Source: an optimization exercise on an open RTL-to-GDS flow (aim: small area). Production flows keep margins and buffers that such runs may drop. Only simulation tests tie the RTL to the original design; equivalence was not proved. No activity file was given, so power comes from the tool's default toggle rates.

==> run F: inputs <==
==> flow/design.v (excerpt) <==
module video_frontend (
    input  wire        PCLK_i,
    input  wire        rst_i,
    input  wire [23:0] video_i,
    input  wire        hs_i,
    input  wire        vs_i,
    input  wire        hs_pol_i,
    input  wire        vs_pol_i,
    input  wire [63:0] timing_cfg_i,
    input  wire        csc_en_i,
    input  wire        csc_mode_i,
    output wire [23:0] video_o,
    output wire [25:0] sync_o
);
    sync_regen u_sync_regen (
        .PCLK_i       (PCLK_i),
        .rst_i        (rst_i),
        .hs_i         (hs_i),
        .vs_i         (vs_i),
        .hs_pol_i     (hs_pol_i),
        .vs_pol_i     (vs_pol_i),
        .timing_cfg_i (timing_cfg_i),
        .sync_o       (sync_o)
    );
    csc_ycbcr_rgb u_csc (
        .PCLK_i     (PCLK_i),
        .rst_i      (rst_i),
        .csc_en_i   (csc_en_i),
        .csc_mode_i (csc_mode_i),
        .video_i    (video_i),
        .video_o    (video_o)
    );
endmodule
clock: 7.0 ns
lec_check: 0
cap_margin: 20
core_margin: 2
core_utilization: 65
cts_buf_list: sky130_fd_sc_hd__clkbuf_2 sky130_fd_sc_hd__clkbuf_8
slew_margin: 20
run.sh (not shown) runs the stock make flow with config.mk's settings and CLKGATE_MAP_FILE= SYNTH_SCRIPT=/design/flow/synth_recipe.tcl, a recipe that flattens the netlist after the stock synthesis.
==> inputs of run A, as changes to run F <==
Settings changed: CORE_UTILIZATION 65 to 40, CTS_BUF_LIST sky130_fd_sc_hd__clkbuf_2 sky130_fd_sc_hd__clkbuf_8 to default.
==> summary of the runs <==
In run F the clock-buffer cell count is higher than in run A, by 24.
Against run A, the worst setup slack of run F is worse by 0.12 ns.
Non-clock buffer count: run A is higher than run F (1).
Flip-flop and latch count is the same in run F and run A.
Against run F, the fmax of run A is higher by about 1.9%.
Of run F and run A, run F has the higher clock skew (gap 0.00054 ns).
==> figures <==
metric	run A	run F
Highest metal layer with signal wires	met4	met5
Worst Clk Skew	0.0198 ns	0.0203 ns
Met1 WL	11600 um	10600 um
Global routing usage on met1	0.209	0.323
Initial Utilization	0.407	0.658
Power Sequential	2020 uW	2030 uW
Achievable frequency	0.153 GHz	0.150 GHz
Final clock period utilization by the worst path	0.934	0.951
Run status	finished clean	finished clean
Post-route insts no fill	1751	1604
Clock insertion delay at the later pin of the skew report	0.51 ns	0.57 ns
Fraction of power consumed by the clock network	0.294	0.273
Floorplan die height	186 um	147 um
Total core area	32500 um2	20100 um2


==> inputs of wip/indigo <==
video_frontend, a different RTL version from the one above (not shown whole).
clock: 7.0 ns
lec_check: 0
abc_area: 1
cap_margin: 20
core_margin: 2
core_utilization: 80
slew_margin: 20
standard.sh (not shown) runs the stock make flow with config.mk's settings and CLKGATE_MAP_FILE= SYNTH_SCRIPT=/design/flow/synth_recipe.tcl, a recipe that flattens the netlist after the stock synthesis.
==> flow/flow/run.sh <==
#!/bin/bash
# Layout flow: the standard ORFS flow with these changes
#  1. after the standard synthesis, flow/flipfa.py removes inverters around full-adder
#     cells (a full adder is self-dual, so complemented inputs give complemented outputs),
#     then flow/resyn.py re-maps the plain gates with the same ABC script, keeping the
#     adders and all flip-flops (registers and their names are untouched)
#  2. the port buffers use the smallest buffer cell
#  3. clock tree synthesis arguments from flow/cts_args (if present)
set -euo pipefail
export BUFFER_PORTS_ARGS="-buffer_cell sky130_fd_sc_hd__buf_1"
if [[ -f flow/cts_args ]]; then
  export CTS_ARGS="$(cat flow/cts_args)"
fi
R=orfs/results/$FLOW_PLATFORM/video_frontend/base
LG=orfs/logs/$FLOW_PLATFORM/video_frontend/base
bash standard.sh synth > synth.log 2>&1
cp $R/1_2_yosys.v $R/1_2_yosys_std.v
python3 flow/flipfa.py $R/1_2_yosys_std.v $R/1_2_yosys_flip.v > flipfa.log 2>&1
LIB=$(ls $FLOW_HOME/platforms/$FLOW_PLATFORM/lib/sky130_fd_sc_hd__tt_025C_1v80.lib)
SCRIPT=$(grep -o "abc -script [^ ]*" $LG/1_2_yosys.log | head -1 | awk '{print $3}')
DU=$(grep -o "\-dont_use [A-Za-z0-9_]*" $LG/1_2_yosys.log | awk '{print $2}' | sort -u | tr '\n' ' ')
if python3 flow/resyn.py $R/1_2_yosys_flip.v $R/1_2_yosys.v $LIB $SCRIPT resyn_work $DU > resyn.log 2>&1; then
  echo "resyn ok" >> resyn.log
else
  echo "resyn failed, using flipped netlist" >> resyn.log
  cp $R/1_2_yosys_flip.v $R/1_2_yosys.v
fi
rm -f $R/1_synth.odb $R/1_synth.sdc
bash standard.sh > layout.log 2>&1
==> flow/flow/cts_args <==
-sink_clustering_enable -repair_clock_nets -buf_list {sky130_fd_sc_hd__clkbuf_4 sky130_fd_sc_hd__clkbuf_8} -sink_clustering_size 16 -sink_clustering_max_diameter 50 -dont_use_dummy_load
==> flow/flow/libfuncs.py <==
#!/usr/bin/env python3
"""Write a Yosys techmap file giving the boolean function of each single-output
combinational sky130 cell named on the command line (read from the liberty file)."""
import re, sys
lib = open(sys.argv[1]).read()
cells = set(sys.argv[3:])
out = []
parts = re.split(r'\n\s*cell\s*\(\s*"?(\w+)"?\s*\)', lib)
for i in range(1, len(parts), 2):
    name, body = parts[i], parts[i + 1]
    if name not in cells:
        continue
    pins = re.findall(r'pin\s*\(\s*"?(\w+)"?\s*\)\s*\{(.*?)\n\s*\}', body, re.S)
    ins, outs = [], []
    for pn, pb in pins:
        d = re.search(r'direction\s*:\s*"?(\w+)"?', pb)
        if not d:
            continue
        if d.group(1) == 'input':
            ins.append(pn)
        elif d.group(1) == 'output':
            f = re.search(r'function\s*:\s*"([^"]*)"', pb)
            outs.append((pn, f.group(1) if f else None))
    if len(outs) != 1 or outs[0][1] is None:
        continue
    o, f = outs[0]
    e = f.replace('!', '~').replace('*', '&').replace('+', '|')
    e = re.sub(r'\)\s*\(', ') & (', e)
    e = re.sub(r'(\w)\s+(\w)', r'\1 & \2', e)
    e = re.sub(r'(\w)\s+(\w)', r'\1 & \2', e)
    e = re.sub(r'(\w)\s*\(', r'\1 & (', e)
    e = re.sub(r'\)\s*(\w)', r') & \1', e)
    out.append(f"module {name} ({', '.join(ins + [o])});\n" +
               ''.join(f"  input {x};\n" for x in ins) + f"  output {o};\n  assign {o} = {e};\nendmodule\n")
open(sys.argv[2], 'w').write('\n'.join(out))
==> flow/flow/resyn.py <==
#!/usr/bin/env python3
"""Re-map the simple gates of a mapped sky130 netlist with ABC, keeping full adders,
half adders, flip-flops, tie cells and buffers as they are.
usage: resyn.py IN.v OUT.v LIBERTY ABC_SCRIPT WORKDIR [dont_use cells...]"""
import re, subprocess, sys, os
inp, out, lib, script, wd = sys.argv[1:6]
dont = sys.argv[6:]
here = os.path.dirname(os.path.abspath(__file__))
text = open(inp).read()
types = sorted(set(re.findall(r'^\s*(sky130_fd_sc_hd__\w+)\s+\S+\s*\(', text, re.M)))
keep = re.compile(r'sky130_fd_sc_hd__(fa|ha|df|edf|sdf|conb|buf|clkbuf|dlx|dlygate|clkdly|sdlclk)')
soft = [t for t in types if not keep.match(t)]
os.makedirs(wd, exist_ok=True)
fmap = os.path.join(wd, 'cellfuncs.v')
subprocess.run([sys.executable, os.path.join(here, 'libfuncs.py'), lib, fmap] + soft, check=True)
constr = os.path.join(wd, 'abc.constr')
open(constr, 'w').write("set_driving_cell sky130_fd_sc_hd__buf_1\nset_load 5\n")
du = ' '.join(f'-dont_use {c}' for c in dont)
ys = f"""
read_liberty -lib {lib}
read_verilog {inp}
hierarchy -top video_frontend
techmap -map {fmap}
techmap
opt -fast
abc -script {script} -liberty {lib} {du} -constr {constr} -D 7000
opt_clean -purge
hilomap -singleton -hicell sky130_fd_sc_hd__conb_1 HI -locell sky130_fd_sc_hd__conb_1 LO
splitnets
opt_clean -purge
write_verilog -noattr -nohex -nodec {out}
"""
open(os.path.join(wd, 'resyn.ys'), 'w').write(ys)
r = subprocess.run(['yosys', '-q', '-l', os.path.join(wd, 'resyn.log'), '-s', os.path.join(wd, 'resyn.ys')],
                   stdout=subprocess.DEVNULL, stderr=subprocess.STDOUT)
sys.exit(r.returncode)
Other scripts of this flow, unchanged in this note and not shown: flow/flow/flipfa.py
==> wip/willow: changes against wip/indigo <==
==> flow/flow/run.sh (replaced) <==
#!/bin/bash
# Layout flow: the standard ORFS flow with three changes
#  1. after the standard synthesis, flow/flipfa.py removes inverters around full-adder
#     cells (a full adder is self-dual, so complemented inputs give complemented outputs);
#     registers and their names are untouched
#  2. the port buffers use the smallest buffer cell
#  3. clock tree synthesis arguments from flow/cts_args (if present)
set -euo pipefail
export BUFFER_PORTS_ARGS="-buffer_cell sky130_fd_sc_hd__buf_1"
if [[ -f flow/cts_args ]]; then
  export CTS_ARGS="$(cat flow/cts_args)"
fi
R=orfs/results/$FLOW_PLATFORM/video_frontend/base
bash standard.sh synth > synth.log 2>&1
cp $R/1_2_yosys.v $R/1_2_yosys_std.v
python3 flow/flipfa.py $R/1_2_yosys_std.v $R/1_2_yosys.v > flipfa.log 2>&1
rm -f $R/1_synth.odb $R/1_synth.sdc
bash standard.sh > layout.log 2>&1
==> flow/flow/cts_args (replaced) <==
-sink_clustering_enable -repair_clock_nets -buf_list {sky130_fd_sc_hd__clkbuf_4 sky130_fd_sc_hd__clkbuf_8} -sink_clustering_size 20 -sink_clustering_max_diameter 45 -dont_use_dummy_load
Settings changed: CORE_UTILIZATION 80 to 65.
removed: flow/flow/libfuncs.py
removed: flow/flow/resyn.py
==> wip/yarrow: changes against wip/indigo <==
Settings changed: CORE_UTILIZATION 80 to 65.
==> qor summary <==
quantity	wip/indigo	wip/yarrow	wip/willow
Result of the run	no timing/DRC/antenna violations	no timing/DRC/antenna violations	no timing/DRC/antenna violations
Tapcells	211	234	234
Register-to-register path setup slack	0.83 ns	1.07 ns	0.85 ns
Final Routed Wirelength	25.90 mm	21.43 mm	21.15 mm
Mean instance size in the synthesized netlist	11.81 µm²	11.81 µm²	11.70 µm²
First-pass GRT wire length	42.11 mm	36.20 mm	35.63 mm
Max-Slew Margin vs Limit	57.76%	57.05%	37.69%
Non-filler cells, final	1419	1443	1467
Core area	0.01526 mm²	0.01877 mm²	0.01877 mm²
Measured slew at the worst slew-check pin	0.6336 ns	0.6443 ns	0.9347 ns
Fraction of final layout cells sized beyond drive strength 1	3.642%	3.722%	3.082%
Clock transition at path regs	0.10 ns	0.09 ns	0.11 ns
Met3 WL	1.836 mm	1.415 mm	1.318 mm
Tot Pwr	4.605 mW	4.483 mW	4.594 mW
Layout multi-input combinational cell count	564	564	572
Final worst-path cycle share	94.64%	91.94%	89.11%
Internal power	2.988 mW	2.972 mW	3.034 mW
Switching Share	35.13%	33.71%	33.97%
Sink of the worst hold path	u_csc.d2_q[4]	u_sync_regen.p1_q[15]	u_sync_regen.p2_q[11]
Post-synthesis net count	1398	1398	1409
Number of standard cells after synthesis	1058	1058	1069
Mean routed wirelength per cell	18.25 µm	14.85 µm	14.42 µm
Met2 Wirelength	13.43 mm	10.15 mm	9.653 mm
DR iter-0 viols	542	358	395
First-pass DRT Iterations	6	4	4

[port drivers added, routing unchanged]
Ports are ideal in the flow. The routed layouts listed here were re-timed in OpenROAD. Step 1 (the two cells are an assumption about what drives the block):
set clk [get_ports {PCLK_i}]
set_driving_cell -lib_cell sky130_fd_sc_hd__clkbuf_16 $clk
set_driving_cell -lib_cell sky130_fd_sc_hd__buf_2 [delete_from_list [all_inputs] $clk]
Step 2, shift: input delay + t, output delay - t, t = (earliest + latest rising clock arrival at the registers) / 2. This alone moves slack from input paths to output paths. Slacks: ideal ports / drivers / drivers and shift; pairs: ideal ports / drivers.
| run | t, ns | setup slack, ns | clock arrival spread, ns |
|---|---|---|---|
| run F | 0.602 | 0.341 / 0.356 / -0.246 | 0.020 / 0.020 |
| run A | 0.552 | 0.463 / 0.485 / -0.066 | 0.020 / 0.021 |
| wip/indigo | 0.563 | 0.375 / 0.394 / -0.169 | 0.088 / 0.088 |
| wip/willow | 0.598 | 0.762 / 0.781 / 0.183 | 0.078 / 0.078 |
| wip/yarrow | 0.567 | 0.564 / 0.586 / 0.020 | 0.071 / 0.071 |
Met with ideal ports but missed after step 2: setup timing in run F, run A and wip/indigo. The setup slack of run F, which loses most, moves by +0.015 ns with the drivers and by -0.587 ns with both steps.
